Background: an optimization exercise with open tools, aiming at small area, a short achievable clock period and few clock cycles per item. Do not read the settings as production practice.
Only the layout flow was run in this run; the RTL was not checked for function there.
Power figures rest on the tool's default switching activity, not on a simulated workload.

<file path="flow/design.v">
module tdm_slot_timer_unit (
   input  logic        clock,
   input  logic        reset,
   input  logic        req_valid,
   output logic        req_ready,
   input  logic [47:0] req_now_time,
   output logic        rsp_valid,
   input  logic        rsp_ready,
   output logic [1:0]  rsp_current_slot,
   output logic        rsp_is_own,
   output logic [48:0] rsp_next_own_start,
   output logic [32:0] rsp_wait_time,
   output logic        rsp_error,
   input  logic        csr_we,
   input  logic [2:0]  csr_index,
   input  logic [15:0] csr_wdata
);
   logic [15:0] end0, end1, end2, end3;
   logic [1:0]  cm1;
   logic [1:0]  own;
   always_ff @(posedge clock) begin
      if (reset) begin
         end0 <= 16'd1;
         end1 <= 16'd2;
         end2 <= 16'd3;
         end3 <= 16'd4;
         cm1  <= 2'd3;
         own  <= 2'd0;
      end else if (csr_we) begin
         if (csr_index == 3'd0) end0 <= csr_wdata;
         if (csr_index == 3'd1) end1 <= csr_wdata;
         if (csr_index == 3'd2) end2 <= csr_wdata;
         if (csr_index == 3'd3) end3 <= csr_wdata;
         if (csr_index == 3'd4) cm1 <= (csr_wdata[2:0] == 3'd0) ? 2'd0 :
                                       csr_wdata[2] ? 2'd3 : 2'(csr_wdata[1:0] - 2'd1);
         if (csr_index == 3'd5) own <= csr_wdata[1:0];
      end
   end
   logic [15:0] cyc;       
   logic        cz;        
   logic [15:0] ooff;      
   logic [16:0] c1;        
   logic        err;       
   logic [17:0] c3;        
   logic [15:1] hz;        
   logic [17:1] hz3;       
   logic [15:0] cyc_d, ooff_d;
   logic [17:0] c3_d;
   always_comb begin
      case (cm1)
         2'd0: cyc_d = end0;
         2'd1: cyc_d = end1;
         2'd2: cyc_d = end2;
         default: cyc_d = end3;
      endcase
      case (own)
         2'd0: ooff_d = 16'd0;
         2'd1: ooff_d = end0;
         2'd2: ooff_d = end1;
         default: ooff_d = end2;
      endcase
   end
   assign c3_d = {2'b0, cyc_d} + {1'b0, cyc_d, 1'b0};
   always_ff @(posedge clock) begin
      cyc  <= cyc_d;
      cz   <= cyc_d == 16'd0;
      ooff <= ooff_d;
      c1   <= {1'b0, cyc_d} + {1'b0, ooff_d};
      err  <= own > cm1;
      c3   <= c3_d;
   end
   always_comb begin
      hz[15] = ~cyc[15];
      for (int k = 14; k >= 1; k--) hz[k] = hz[k+1] & ~cyc[k];
      hz3[17] = ~c3[17];
      for (int k = 16; k >= 1; k--) hz3[k] = hz3[k+1] & ~c3[k];
   end
   logic        v0;
   logic [47:0] n0;
   logic        v1;
   logic [47:0] n1;
   logic [0:0] r1;
   logic        v2;
   logic [47:0] n2;
   logic [1:0] r2;
   logic        v3;
   logic [47:0] n3;
   logic [2:0] r3;
   logic        v4;
   logic [47:0] n4;
   logic [3:0] r4;
   logic        v5;
   logic [47:0] n5;
   logic [4:0] r5;
   logic        v6;
   logic [47:0] n6;
   logic [5:0] r6;
   logic        v7;
   logic [47:0] n7;
   logic [6:0] r7;
   logic        v8;
   logic [47:0] n8;
   logic [7:0] r8;
   logic        v9;
   logic [47:0] n9;
   logic [8:0] r9;
   logic        v10;
   logic [47:0] n10;
   logic [9:0] r10;
   logic        v11;
   logic [47:0] n11;
   logic [10:0] r11;
   logic        v12;
   logic [47:0] n12;
   logic [11:0] r12;
   logic        v13;
   logic [47:0] n13;
   logic [12:0] r13;
   logic        v14;
   logic [47:0] n14;
   logic [13:0] r14;
   logic        v15;
   logic [47:0] n15;
   logic [14:0] r15;
   logic        v16;
   logic [47:0] n16;
   logic [15:0] r16;
   logic        v17;
   logic [47:0] n17;
   logic [15:0] r17;
   logic        v18;
   logic [47:0] n18;
   logic [15:0] r18;
   logic        v19;
   logic [47:0] n19;
   logic [15:0] r19;
   logic        v20;
   logic [47:0] n20;
   logic [15:0] r20;
   logic        v21;
   logic [47:0] n21;
   logic [15:0] r21;
   logic        v22;
   logic [47:0] n22;
   logic [15:0] r22;
   logic        v23;
   logic [47:0] n23;
   logic [15:0] r23;
   logic        v24;
   logic [47:0] n24;
   logic [15:0] r24;
   logic        v25;
   logic [47:0] n25;
   logic [15:0] r25;
   logic        v26;
   logic [47:0] n26;
   logic [15:0] r26;
   logic        v27;
   logic [47:0] n27;
   logic [15:0] r27;
   logic        v28;
   logic [47:0] n28;
   logic [15:0] r28;
   logic        v29;
   logic [47:0] n29;
   logic [15:0] r29;
   logic        v30;
   logic [47:0] n30;
   logic [15:0] r30;
   logic        v31;
   logic [47:0] n31;
   logic [15:0] r31;
   logic        v32;
   logic [47:0] n32;
   logic [15:0] r32;
   logic        v33;
   logic [47:0] n33;
   logic         hwait;     
   logic [5:0]   hcnt;      
   logic         rdy;
   logic         out_v, skid_v;
   logic         head, leave, again, take, out_free;
   assign head     = hwait ? (hcnt == 6'd0) : v33;
   assign out_free = ~out_v | rsp_ready;
   assign leave    = head & ~skid_v;
   assign again    = v33 & ~leave;
   assign take     = req_valid & rdy;
   assign req_ready = rdy;
   wire [17:0] m1 = {2'b0, cyc};
   wire [17:0] m2 = {1'b0, cyc, 1'b0};
   wire [17:0] m3 = c3;
   logic [0:0] tr0;
   assign tr0 = {n0[47]};
   logic [1:0] d0_1;
   assign d0_1 = {1'b0, tr0} - {1'b0, m1[0:0]};
   wire ge0_1 = ~d0_1[1] & hz[1];
   logic [0:0] q0;
   assign q0 = ge0_1 ? d0_1[0:0] : tr0[0:0];
   wire [0:0] rn1 = q0;
   logic [1:0] tr1;
   assign tr1 = {r1, n1[46]};
   logic [2:0] d1_1;
   assign d1_1 = {1'b0, tr1} - {1'b0, m1[1:0]};
   wire ge1_1 = ~d1_1[2] & hz[2];
   logic [1:0] q1;
   assign q1 = ge1_1 ? d1_1[1:0] : tr1[1:0];
   wire [1:0] rn2 = q1;
   logic [2:0] tr2;
   assign tr2 = {r2, n2[45]};
   logic [3:0] d2_1;
   assign d2_1 = {1'b0, tr2} - {1'b0, m1[2:0]};
   wire ge2_1 = ~d2_1[3] & hz[3];
   logic [2:0] q2;
   assign q2 = ge2_1 ? d2_1[2:0] : tr2[2:0];
   wire [2:0] rn3 = q2;
   logic [3:0] tr3;
   assign tr3 = {r3, n3[44]};
   logic [4:0] d3_1;
   assign d3_1 = {1'b0, tr3} - {1'b0, m1[3:0]};
   wire ge3_1 = ~d3_1[4] & hz[4];
   logic [3:0] q3;
   assign q3 = ge3_1 ? d3_1[3:0] : tr3[3:0];
   wire [3:0] rn4 = q3;
   logic [4:0] tr4;
   assign tr4 = {r4, n4[43]};
   logic [5:0] d4_1;
   assign d4_1 = {1'b0, tr4} - {1'b0, m1[4:0]};
   wire ge4_1 = ~d4_1[5] & hz[5];
   logic [4:0] q4;
   assign q4 = ge4_1 ? d4_1[4:0] : tr4[4:0];
   wire [4:0] rn5 = q4;
   logic [5:0] tr5;
   assign tr5 = {r5, n5[42]};
   logic [6:0] d5_1;
   assign d5_1 = {1'b0, tr5} - {1'b0, m1[5:0]};
   wire ge5_1 = ~d5_1[6] & hz[6];
   logic [5:0] q5;
   assign q5 = ge5_1 ? d5_1[5:0] : tr5[5:0];
   wire [5:0] rn6 = q5;
   logic [6:0] tr6;
   assign tr6 = {r6, n6[41]};
   logic [7:0] d6_1;
   assign d6_1 = {1'b0, tr6} - {1'b0, m1[6:0]};
   wire ge6_1 = ~d6_1[7] & hz[7];
   logic [6:0] q6;
   assign q6 = ge6_1 ? d6_1[6:0] : tr6[6:0];
   wire [6:0] rn7 = q6;
   logic [7:0] tr7;
   assign tr7 = {r7, n7[40]};
   logic [8:0] d7_1;
   assign d7_1 = {1'b0, tr7} - {1'b0, m1[7:0]};
   wire ge7_1 = ~d7_1[8] & hz[8];
   logic [7:0] q7;
   assign q7 = ge7_1 ? d7_1[7:0] : tr7[7:0];
   wire [7:0] rn8 = q7;
   logic [8:0] tr8;
   assign tr8 = {r8, n8[39]};
   logic [9:0] d8_1;
   assign d8_1 = {1'b0, tr8} - {1'b0, m1[8:0]};
   wire ge8_1 = ~d8_1[9] & hz[9];
   logic [8:0] q8;
   assign q8 = ge8_1 ? d8_1[8:0] : tr8[8:0];
   wire [8:0] rn9 = q8;
   logic [9:0] tr9;
   assign tr9 = {r9, n9[38]};
   logic [10:0] d9_1;
   assign d9_1 = {1'b0, tr9} - {1'b0, m1[9:0]};
   wire ge9_1 = ~d9_1[10] & hz[10];
   logic [9:0] q9;
   assign q9 = ge9_1 ? d9_1[9:0] : tr9[9:0];
   wire [9:0] rn10 = q9;
   logic [10:0] tr10;
   assign tr10 = {r10, n10[37]};
   logic [11:0] d10_1;
   assign d10_1 = {1'b0, tr10} - {1'b0, m1[10:0]};
   wire ge10_1 = ~d10_1[11] & hz[11];
   logic [10:0] q10;
   assign q10 = ge10_1 ? d10_1[10:0] : tr10[10:0];
   wire [10:0] rn11 = q10;
   logic [11:0] tr11;
   assign tr11 = {r11, n11[36]};
   logic [12:0] d11_1;
   assign d11_1 = {1'b0, tr11} - {1'b0, m1[11:0]};
   wire ge11_1 = ~d11_1[12] & hz[12];
   logic [11:0] q11;
   assign q11 = ge11_1 ? d11_1[11:0] : tr11[11:0];
   wire [11:0] rn12 = q11;
   logic [12:0] tr12;
   assign tr12 = {r12, n12[35]};
   logic [13:0] d12_1;
   assign d12_1 = {1'b0, tr12} - {1'b0, m1[12:0]};
   wire ge12_1 = ~d12_1[13] & hz[13];
   logic [12:0] q12;
   assign q12 = ge12_1 ? d12_1[12:0] : tr12[12:0];
   wire [12:0] rn13 = q12;
   logic [13:0] tr13;
   assign tr13 = {r13, n13[34]};
   logic [14:0] d13_1;
   assign d13_1 = {1'b0, tr13} - {1'b0, m1[13:0]};
   wire ge13_1 = ~d13_1[14] & hz[14];
   logic [13:0] q13;
   assign q13 = ge13_1 ? d13_1[13:0] : tr13[13:0];
   wire [13:0] rn14 = q13;
   logic [14:0] tr14;
   assign tr14 = {r14, n14[33]};
   logic [15:0] d14_1;
   assign d14_1 = {1'b0, tr14} - {1'b0, m1[14:0]};
   wire ge14_1 = ~d14_1[15] & hz[15];
   logic [14:0] q14;
   assign q14 = ge14_1 ? d14_1[14:0] : tr14[14:0];
   wire [14:0] rn15 = q14;
   logic [15:0] tr15;
   assign tr15 = {r15, n15[32]};
   logic [16:0] d15_1;
   assign d15_1 = {1'b0, tr15} - {1'b0, m1[15:0]};
   wire ge15_1 = ~d15_1[16];
   logic [15:0] q15;
   assign q15 = ge15_1 ? d15_1[15:0] : tr15[15:0];
   wire [15:0] rn16 = q15;
   logic [16:0] tr16;
   assign tr16 = {r16, n16[31]};
   logic [17:0] d16_1;
   assign d16_1 = {1'b0, tr16} - {1'b0, m1[16:0]};
   wire ge16_1 = ~d16_1[17];
   logic [15:0] q16;
   assign q16 = ge16_1 ? d16_1[15:0] : tr16[15:0];
   wire [15:0] rn17 = q16;
   logic [16:0] tr17;
   assign tr17 = {r17, n17[30]};
   logic [17:0] d17_1;
   assign d17_1 = {1'b0, tr17} - {1'b0, m1[16:0]};
   wire ge17_1 = ~d17_1[17];
   logic [15:0] q17;
   assign q17 = ge17_1 ? d17_1[15:0] : tr17[15:0];
   wire [15:0] rn18 = q17;
   logic [16:0] tr18;
   assign tr18 = {r18, n18[29]};
   logic [17:0] d18_1;
   assign d18_1 = {1'b0, tr18} - {1'b0, m1[16:0]};
   wire ge18_1 = ~d18_1[17];
   logic [15:0] q18;
   assign q18 = ge18_1 ? d18_1[15:0] : tr18[15:0];
   wire [15:0] rn19 = q18;
   logic [16:0] tr19;
   assign tr19 = {r19, n19[28]};
   logic [17:0] d19_1;
   assign d19_1 = {1'b0, tr19} - {1'b0, m1[16:0]};
   wire ge19_1 = ~d19_1[17];
   logic [15:0] q19;
   assign q19 = ge19_1 ? d19_1[15:0] : tr19[15:0];
   wire [15:0] rn20 = q19;
   logic [16:0] tr20;
   assign tr20 = {r20, n20[27]};
   logic [17:0] d20_1;
   assign d20_1 = {1'b0, tr20} - {1'b0, m1[16:0]};
   wire ge20_1 = ~d20_1[17];
   logic [15:0] q20;
   assign q20 = ge20_1 ? d20_1[15:0] : tr20[15:0];
   wire [15:0] rn21 = q20;
   logic [16:0] tr21;
   assign tr21 = {r21, n21[26]};
   logic [17:0] d21_1;
   assign d21_1 = {1'b0, tr21} - {1'b0, m1[16:0]};
   wire ge21_1 = ~d21_1[17];
   logic [15:0] q21;
   assign q21 = ge21_1 ? d21_1[15:0] : tr21[15:0];
   wire [15:0] rn22 = q21;
   logic [16:0] tr22;
   assign tr22 = {r22, n22[25]};
   logic [17:0] d22_1;
   assign d22_1 = {1'b0, tr22} - {1'b0, m1[16:0]};
   wire ge22_1 = ~d22_1[17];
   logic [15:0] q22;
   assign q22 = ge22_1 ? d22_1[15:0] : tr22[15:0];
   wire [15:0] rn23 = q22;
   logic [16:0] tr23;
   assign tr23 = {r23, n23[24]};
   logic [17:0] d23_1;
   assign d23_1 = {1'b0, tr23} - {1'b0, m1[16:0]};
   wire ge23_1 = ~d23_1[17];
   logic [15:0] q23;
   assign q23 = ge23_1 ? d23_1[15:0] : tr23[15:0];
   wire [15:0] rn24 = q23;
   logic [16:0] tr24;
   assign tr24 = {r24, n24[23]};
   logic [17:0] d24_1;
   assign d24_1 = {1'b0, tr24} - {1'b0, m1[16:0]};
   wire ge24_1 = ~d24_1[17];
   logic [15:0] q24;
   assign q24 = ge24_1 ? d24_1[15:0] : tr24[15:0];
   wire [15:0] rn25 = q24;
   logic [16:0] tr25;
   assign tr25 = {r25, n25[22]};
   logic [17:0] d25_1;
   assign d25_1 = {1'b0, tr25} - {1'b0, m1[16:0]};
   wire ge25_1 = ~d25_1[17];
   logic [15:0] q25;
   assign q25 = ge25_1 ? d25_1[15:0] : tr25[15:0];
   wire [15:0] rn26 = q25;
   logic [16:0] tr26;
   assign tr26 = {r26, n26[21]};
   logic [17:0] d26_1;
   assign d26_1 = {1'b0, tr26} - {1'b0, m1[16:0]};
   wire ge26_1 = ~d26_1[17];
   logic [15:0] q26;
   assign q26 = ge26_1 ? d26_1[15:0] : tr26[15:0];
   wire [15:0] rn27 = q26;
   logic [16:0] tr27;
   assign tr27 = {r27, n27[20]};
   logic [17:0] d27_1;
   assign d27_1 = {1'b0, tr27} - {1'b0, m1[16:0]};
   wire ge27_1 = ~d27_1[17];
   logic [15:0] q27;
   assign q27 = ge27_1 ? d27_1[15:0] : tr27[15:0];
   wire [15:0] rn28 = q27;
   logic [16:0] tr28;
   assign tr28 = {r28, n28[19]};
   logic [17:0] d28_1;
   assign d28_1 = {1'b0, tr28} - {1'b0, m1[16:0]};
   wire ge28_1 = ~d28_1[17];
   logic [15:0] q28;
   assign q28 = ge28_1 ? d28_1[15:0] : tr28[15:0];
   wire [15:0] rn29 = q28;
   logic [16:0] tr29;
   assign tr29 = {r29, n29[18]};
   logic [17:0] d29_1;
   assign d29_1 = {1'b0, tr29} - {1'b0, m1[16:0]};
   wire ge29_1 = ~d29_1[17];
   logic [15:0] q29;
   assign q29 = ge29_1 ? d29_1[15:0] : tr29[15:0];
   wire [15:0] rn30 = q29;
   logic [16:0] tr30;
   assign tr30 = {r30, n30[17]};
   logic [17:0] d30_1;
   assign d30_1 = {1'b0, tr30} - {1'b0, m1[16:0]};
   wire ge30_1 = ~d30_1[17];
   logic [15:0] q30;
   assign q30 = ge30_1 ? d30_1[15:0] : tr30[15:0];
   wire [15:0] rn31 = q30;
   logic [16:0] tr31;
   assign tr31 = {r31, n31[16]};
   logic [17:0] d31_1;
   assign d31_1 = {1'b0, tr31} - {1'b0, m1[16:0]};
   wire ge31_1 = ~d31_1[17];
   logic [15:0] q31;
   assign q31 = ge31_1 ? d31_1[15:0] : tr31[15:0];
   wire [15:0] rn32 = q31;
   logic [15:0] pr;
   logic        phi;
   logic        g0, g1, g2, g3;
   logic [1:0]  pcur;
   logic        plap, pown, pfz;
   logic [17:0] pda, pdb, pd;
   assign pr  = cz ? n32[31:16] : r32;
   assign phi = ~cz | (n32[47:32] == 16'd0);
   assign g0 = phi & (end0 > pr);
   assign g1 = phi & (end1 > pr) & (cm1 >= 2'd1);
   assign g2 = phi & (end2 > pr) & (cm1 >= 2'd2);
   assign g3 = phi & (end3 > pr) & (cm1 == 2'd3);
   assign pcur = g0 ? 2'd0 : g1 ? 2'd1 : g2 ? 2'd2 : g3 ? 2'd3 : cm1;
   assign plap = pcur >= own;
   assign pown = (pcur == own) & ~err;
   assign pfz  = n32[15:0] == 16'd0;
   assign pda  = {2'b0, ooff} + {2'b11, ~pr} + {17'd0, pfz};
   assign pdb  = {1'b0, c1} + {2'b11, ~pr} + {17'd0, pfz};
   assign pd   = plap ? pdb : pda;
   logic [1:0]  sc;
   logic        so, sz, sf;
   logic [17:0] sd;
   logic [32:0] pstart;
   logic [32:0] pwait;
   logic [15:0] pnf;
   logic [68:0] res;
   assign pstart = err ? 33'd0 : cz ? {17'd0, ooff} :
                   {1'b0, n33[47:16]} + {{15{sd[17]}}, sd} + {32'd0, ~sf};
   assign pnf    = 16'd0 - n33[15:0];
   assign pwait  = (sz | sd[17]) ? 33'd0 : {sd[16:0], pnf};
   assign res    = {sc, so, pstart, pwait};
   logic         hwait_n;
   logic [5:0]   hcnt_n;
   logic         skid_n;
   always_comb begin
      hwait_n = hwait;
      hcnt_n  = hcnt - 6'd1;
      if (head) begin
         hwait_n = ~leave;
         hcnt_n  = 6'd33;
      end
      skid_n = skid_v ? ~out_free : (leave & ~out_free);
   end
   logic [68:0] out_q;
   logic [68:0] skid_q;
   always_ff @(posedge clock) begin
      if (reset) begin
         v0 <= 1'b0;
         v1 <= 1'b0;
         v2 <= 1'b0;
         v3 <= 1'b0;
         v4 <= 1'b0;
         v5 <= 1'b0;
         v6 <= 1'b0;
         v7 <= 1'b0;
         v8 <= 1'b0;
         v9 <= 1'b0;
         v10 <= 1'b0;
         v11 <= 1'b0;
         v12 <= 1'b0;
         v13 <= 1'b0;
         v14 <= 1'b0;
         v15 <= 1'b0;
         v16 <= 1'b0;
         v17 <= 1'b0;
         v18 <= 1'b0;
         v19 <= 1'b0;
         v20 <= 1'b0;
         v21 <= 1'b0;
         v22 <= 1'b0;
         v23 <= 1'b0;
         v24 <= 1'b0;
         v25 <= 1'b0;
         v26 <= 1'b0;
         v27 <= 1'b0;
         v28 <= 1'b0;
         v29 <= 1'b0;
         v30 <= 1'b0;
         v31 <= 1'b0;
         v32 <= 1'b0;
         v33 <= 1'b0;
         hwait  <= 1'b0;
         hcnt   <= '0;
         out_v  <= 1'b0;
         rdy    <= 1'b1;
         skid_v <= 1'b0;
      end else begin
         v0 <= again | take;
         v1 <= v0;
         v2 <= v1;
         v3 <= v2;
         v4 <= v3;
         v5 <= v4;
         v6 <= v5;
         v7 <= v6;
         v8 <= v7;
         v9 <= v8;
         v10 <= v9;
         v11 <= v10;
         v12 <= v11;
         v13 <= v12;
         v14 <= v13;
         v15 <= v14;
         v16 <= v15;
         v17 <= v16;
         v18 <= v17;
         v19 <= v18;
         v20 <= v19;
         v21 <= v20;
         v22 <= v21;
         v23 <= v22;
         v24 <= v23;
         v25 <= v24;
         v26 <= v25;
         v27 <= v26;
         v28 <= v27;
         v29 <= v28;
         v30 <= v29;
         v31 <= v30;
         v32 <= v31;
         v33 <= v32;
         hwait <= hwait_n;
         hcnt  <= hcnt_n;
         rdy    <= ~hwait_n & ~(v32 & skid_n);
         skid_v <= skid_n;
         if (out_free) out_v <= skid_v | leave;
      end
   end
   always_ff @(posedge clock) begin
      n0 <= again ? n33 : req_now_time;
      n1 <= n0;
      r1 <= rn1;
      n2 <= n1;
      r2 <= rn2;
      n3 <= n2;
      r3 <= rn3;
      n4 <= n3;
      r4 <= rn4;
      n5 <= n4;
      r5 <= rn5;
      n6 <= n5;
      r6 <= rn6;
      n7 <= n6;
      r7 <= rn7;
      n8 <= n7;
      r8 <= rn8;
      n9 <= n8;
      r9 <= rn9;
      n10 <= n9;
      r10 <= rn10;
      n11 <= n10;
      r11 <= rn11;
      n12 <= n11;
      r12 <= rn12;
      n13 <= n12;
      r13 <= rn13;
      n14 <= n13;
      r14 <= rn14;
      n15 <= n14;
      r15 <= rn15;
      n16 <= n15;
      r16 <= rn16;
      n17 <= n16;
      r17 <= rn17;
      n18 <= n17;
      r18 <= rn18;
      n19 <= n18;
      r19 <= rn19;
      n20 <= n19;
      r20 <= rn20;
      n21 <= n20;
      r21 <= rn21;
      n22 <= n21;
      r22 <= rn22;
      n23 <= n22;
      r23 <= rn23;
      n24 <= n23;
      r24 <= rn24;
      n25 <= n24;
      r25 <= rn25;
      n26 <= n25;
      r26 <= rn26;
      n27 <= n26;
      r27 <= rn27;
      n28 <= n27;
      r28 <= rn28;
      n29 <= n28;
      r29 <= rn29;
      n30 <= n29;
      r30 <= rn30;
      n31 <= n30;
      r31 <= rn31;
      n32 <= n31;
      r32 <= rn32;
      n33 <= n32;
      sc <= pcur;
      so <= pown;
      sz <= ~phi | err;
      sf <= pfz;
      sd <= pd;
   end
   always_ff @(posedge clock) begin
      if (~skid_v & leave & ~out_free) skid_q <= res;
      if (out_free) out_q <= skid_v ? skid_q : res;
   end
   assign rsp_valid          = out_v;
   assign rsp_current_slot   = out_q[68:67];
   assign rsp_is_own         = out_q[66];
   assign rsp_next_own_start = {out_q[65:33], 16'd0};
   assign rsp_wait_time      = out_q[32:0];
   assign rsp_error          = err;
endmodule
</file>
<file path="flow/flow/run.sh">
#!/bin/bash
# Standard layout, with the repair steps aiming at a larger setup margin.
set -euo pipefail
bash standard.sh SETUP_SLACK_MARGIN=6.5 finish > standard.log 2>&1
</file>
<file path="flow/standard.sh">
#!/bin/bash
# synth_recipe.tcl (not shown) runs the flow's synth.tcl, then flattens the netlist and writes it again
# the make line also repeats each setting of config.mk as NAME=value (left out here)
make -C /OpenROAD-flow-scripts/flow DESIGN_CONFIG=/design/flow/config.mk WORK_HOME=/design/flow/orfs CLKGATE_MAP_FILE= SYNTH_SCRIPT=/design/flow/synth_recipe.tcl "${@:-finish}"
</file>
<file path="flow/config.mk">
export PLATFORM = sky130hd
export DESIGN_NAME = tdm_slot_timer_unit
export DESIGN_NICKNAME = tdm_slot_timer_unit
export VERILOG_FILES = /design/flow/design.v
export SDC_FILE = /design/flow/constraint.sdc
export NUM_CORES = 4
export LEC_CHECK = 0
export CAP_MARGIN = 20
export CORE_MARGIN = 2
export CORE_UTILIZATION = 40
export SLEW_MARGIN = 20
</file>
<file path="flow/constraint.sdc">
create_clock -name core_clock -period 10.0 [get_ports {clock}]
set_input_delay 2.0000 -clock core_clock [delete_from_list [all_inputs] [get_ports {clock}]]
set_output_delay 2.0000 -clock core_clock [all_outputs]
set_load 0.01 [all_outputs]
</file>
==> notes.md <==
-- worst min path at each step --
stage	start	end	slack, ns	depth (start not counted)
3_3_place_gp	n12[21]$_DFF_P_	n13[21]$_DFF_P_	0.31	0
4_1_cts	n1[1]$_DFF_P_	n2[1]$_DFF_P_	0.26	0
2_1_floorplan	n9[0]$_DFF_P_	n10[0]$_DFF_P_	0.31	0
3_5_place_dp	n0[41]$_DFF_P_	n1[41]$_DFF_P_	0.31	0
5_1_grt	n1[1]$_DFF_P_	n2[1]$_DFF_P_	0.26	0
6_report	n1[1]$_DFF_P_	n2[1]$_DFF_P_	0.27	0
-- per-layer routing --
metal  vias to the layer above  routed length, um  part of all wire
li1                      22896                  -                 -
met1                     21880              77800              0.47
met2                       799              74400              0.45
met3                       307               7380             0.045
met4                         6               5830             0.035
met5                         -                 40           0.00024
-- cell families after synthesis --
group	Yosys count	synth area share
DFF	2348	0.621
buffers and inverters	305	0.0163
AOI/OAI and AO/OA	1162	0.0948
and+or+nand+nor	1113	0.0680
xor gates and xnor gates	306	0.0344
adders and majority gates	561	0.0937
muxes	491	0.0718
other	1	0.0000481
-- timing repair --
action                     in CTS  in global routing
setup buffers                  73                 17
gates cloned                    6                  0
resized for setup             366                 62
setup endpoints to repair     466                265
pin swaps                      52                 13
hold buffers                    0                  0
-- power by group --
group / switching (mW) / total [mW] / leakage, nW / internal [mW]
registers: 0.810 / 11.8 / 20.0 / 11.0
clock network: 3.69 / 8.93 / 3.98 / 5.24
logic: 5.19 / 11.1 / 15.6 / 5.93
total: 9.69 / 31.8 / 39.6 / 22.2
-- layout make-up --
| cell class | instances | area [sq um] | share of cell area |
|---|---|---|---|
| Timing Repair Buffer | 272 | 2520 | 0.0269 |
| Tap cell | 2526 | 3160 | 0.0337 |
| Sequential cell | 2348 | 48400 | 0.517 |
| Inverter | 196 | 753 | 0.00804 |
| Antenna cell | 2 | 5.00 | 0.0000534 |
| Clock buffer | 321 | 6660 | 0.0710 |
| Clock inverter | 116 | 1520 | 0.0162 |
| Multi-Input combinational cell | 3651 | 30700 | 0.328 |
-- through the flow --
step | hold WS, ns | instance area [sq um] | std cells
after floorplan | 0.310 | 79900 | 6302
final | 0.266 | 93700 | 9432
after global routing | 0.262 | 93700 | 9431
after detailed placement | 0.312 | 84100 | 8897
after CTS | 0.258 | 93300 | 9413
after global placement | 0.310 | 84100 | 8897
-- placed cells by master, fill, tap and decap left out, types with 22 or more instances in the layout --
master           synthesis  final
mux2_2                 382    144
nand3_1                 24     24
inv_1                  195    182
ha_1                   523    492
fa_1                    38     38
and2_1                  33     33
clkbuf_8                 0     56
clkbuf_1                65     36
and3_1                  36     36
o21ai_0                277    241
nand2_1                345    338
dfxtp_1               2210   2202
xor2_1                 125    125
clkinv_2                 0     43
buf_12                   0     26
or3_1                   44     44
clkinvlp_4               0     22
nand2b_1                50     48
clkbuf_16                0    232
clkdlybuf4s50_1          0     70
mux2i_1                 93     81
a31oi_1                 36     33
ha_4                     0     30
buf_4                   31     89
edfxtp_1               138    138
o21ai_1                  3     35
nor3_1                  78     60
nor2b_1                115     98
a21oi_1                335    326
o31a_1                  37     36
buf_2                    6     68
a21o_1                  88     88
nor2_1                 301    298
o21a_1                 120    120
o31ai_1                 52     32
mux2_4                   0    238
xnor2_1                181    181
==> run_results.csv <==
group,metric,value,unit
global_routing,gr-total-overflow,0,
timing,setup_viol,0,
final_layout,drive_gt1_frac,0.176,
worst_setup_path,worstPathArrival,4.38,ns
synthesis,synth_largest_area_cell,"dfxtp_1",
routing,ant_nets,0,
routing,drtIter0Drc,2541,
floorplanning,fp.dieArea,198000,sq um
timing,setup_tns,0,ns
place,port_buffers,143,
floorplanning,start_util,0.404,
floorplanning,die_height,445,um
worst_setup_path,worstSetupPathType,"register to register",
timing,fin_ws,6.32,ns
final_layout,nets,7331,
floorplanning,io-pin-count,160,
synthesis,yosys_warnings,1,
place,gp_congestion,0.891,
power,power.density,340,nW/um^2
synthesis,avgSynthCellArea,12.4,sq um
floorplanning,rows,161,
final_layout,syn2layout_area_growth,20.3,%
worst_setup_path,cp_common_cell,"a21o_1",
worst_setup_path,crit_path_max_fanout,8,
worst_setup_path,worst-path-buf-inv,3,
final_layout,utilization,0.486,
worst_setup_path,cp.depth,17,
worst_setup_path,reg2reg_from,"cz$_DFF_P_",
power,p_total,31.8,mW
routing,drcViolationCount,0,
worst_setup_path,cp-end-kind,"register",
worst_setup_path,critPathRequiredTime,10.70,ns
synthesis,synth_seq_cells,2348,
worst_setup_path,worst_setup_path_start_kind,"register",
global_routing,use_met1,0.220,
power,peakVddDrop,0.186,mV
worst_setup_path,r2r_cells,17,
timing,fin_crit,3.68,ns
worst_setup_path,r2r_end,"sd[8]$_DFF_P_",
cts,cts_root_buffer,"clkbuf_16",
place,dp_hpwl,114000,um
timing,slew_headroom,0.290,
cts,cts-htree-levels,4,
place,place_worst_setup_slack,5.18,ns
global_routing,grt_pass1_wl,256000,um
cts,cts.sinks,2348,
cts,insertion_delay,0.87,ns
global_routing,grt_pass1_vias,45573,
timing,hold_viol_final,0,
synthesis,synth_top_flop_cell,"dfxtp_1",
synthesis,synth_most_common_cell,"dfxtp_1",
worst_setup_path,critical_path.slowest_cell,"dfxtp_4",
timing,fmax,272,MHz
worst_setup_path,regToRegSetupSlack,6.32,ns
floorplanning,coreArea,193000,sq um
timing,rsz0062_at_grt,"true",
routing,routed_wirelength,165000,um
worst_setup_path,crit_family,"compound AO/OA/AOI/OAI gates",
final_layout,num-fill-cells,16791,
worst_setup_path,crit_path_start,"cz$_DFF_P_",
timing,fin_skew,0.0707,ns
worst_setup_path,cp_cell_sequence,"buf_12 -> mux2i_4 -> ha_4 -> a21o_1 -> a21o_1 -> a21oi_1 -> o21ai_1 -> a21o_1 -> a21oi_2 -> a2111oi_4 -> o21ai_1 -> ha_1 -> nand2b_4 -> a21oi_4 -> buf_12 -> buf_6 -> mux2_4",
cts,cts_tree,"built",
cts,cts_made_buffers,229,
global_routing,grt_max_degree,102,
timing,final_max_slew_viol_count,0,
worst_setup_path,critPathMaxStageDelay,0.44,ns
global_routing,antenna_found_initial,10,
cts,clk_pin_slew_worst_paths,0.06,ns
worst_setup_path,crit_end,"sd[8]$_DFF_P_",
synthesis,ys_seq_area_frac,0.621,
outcome,status,"no timing/DRC/antenna violations",
timing,tightest_slew,1.06,ns
synthesis,netlist_instances,6287,
routing,dr.pass1.iters,5,
routing,vias_per_cell,4.87,
synthesis,synth_area,77900,sq um
synthesis,ys_top_cells_by_area,"dfxtp_1 (57%), ha_1 (8.4%), mux2_2 (5.5%)",
routing,num_vias,45888,
global_routing,grt.busiest_layer,"met2",
job,cap_violations,0,
synthesis,synth_common_cells,"dfxtp_1 (2210), ha_1 (523), mux2_2 (382), nand2_1 (345), a21oi_1 (335)",
cts,clock_path_buffers,3,
power,power.leakage,39.6,nW
synthesis,async_flop_share,0,
global_routing,use_met2,0.262,
floorplanning,die_w,445,um
synthesis,synth_cell_types,76,
final_layout,biggestRegsByFlops,"out_q x69, skid_q x69",
routing,avgRoutedWirePerCell,17.5,um
synthesis,synth.top_cell.area_share,0.568,
synthesis,synth_edf_count,138,
global_routing,track_usage,0.165,
timing,fin_crit_sh,0.368,
worst_hold_path,min_path_type,"register to register",
global_routing,use_met3,0.0335,

-- static timing again, ports no longer ideal --
In the flow no input, the clock included, has a driving cell. The finished layout below was timed again as built, in two steps. Step 1 sets driving cells, clkbuf_16 on the clock port and buf_2 on the other inputs (assumed; they add their load-dependent delay and slew). Step 2 adds t to the input delays and takes it off the output delays; t is the mean of the earliest and latest rising clock arrival at the registers after step 1. Input paths then give back, and output paths get back, about the clock's delay inside the block. a / b / c = ideal / step 1 / step 2; a / b = the first two.
shift t [ns]: 0.909
slack for setup (ns): 6.322 / 6.322 / 5.938
worst data-port slew with drivers (ns): 0.11
After both steps this run still meets setup and hold. The setup slack of this run moves by 0.000 ns with the drivers and by -0.384 ns with both steps.
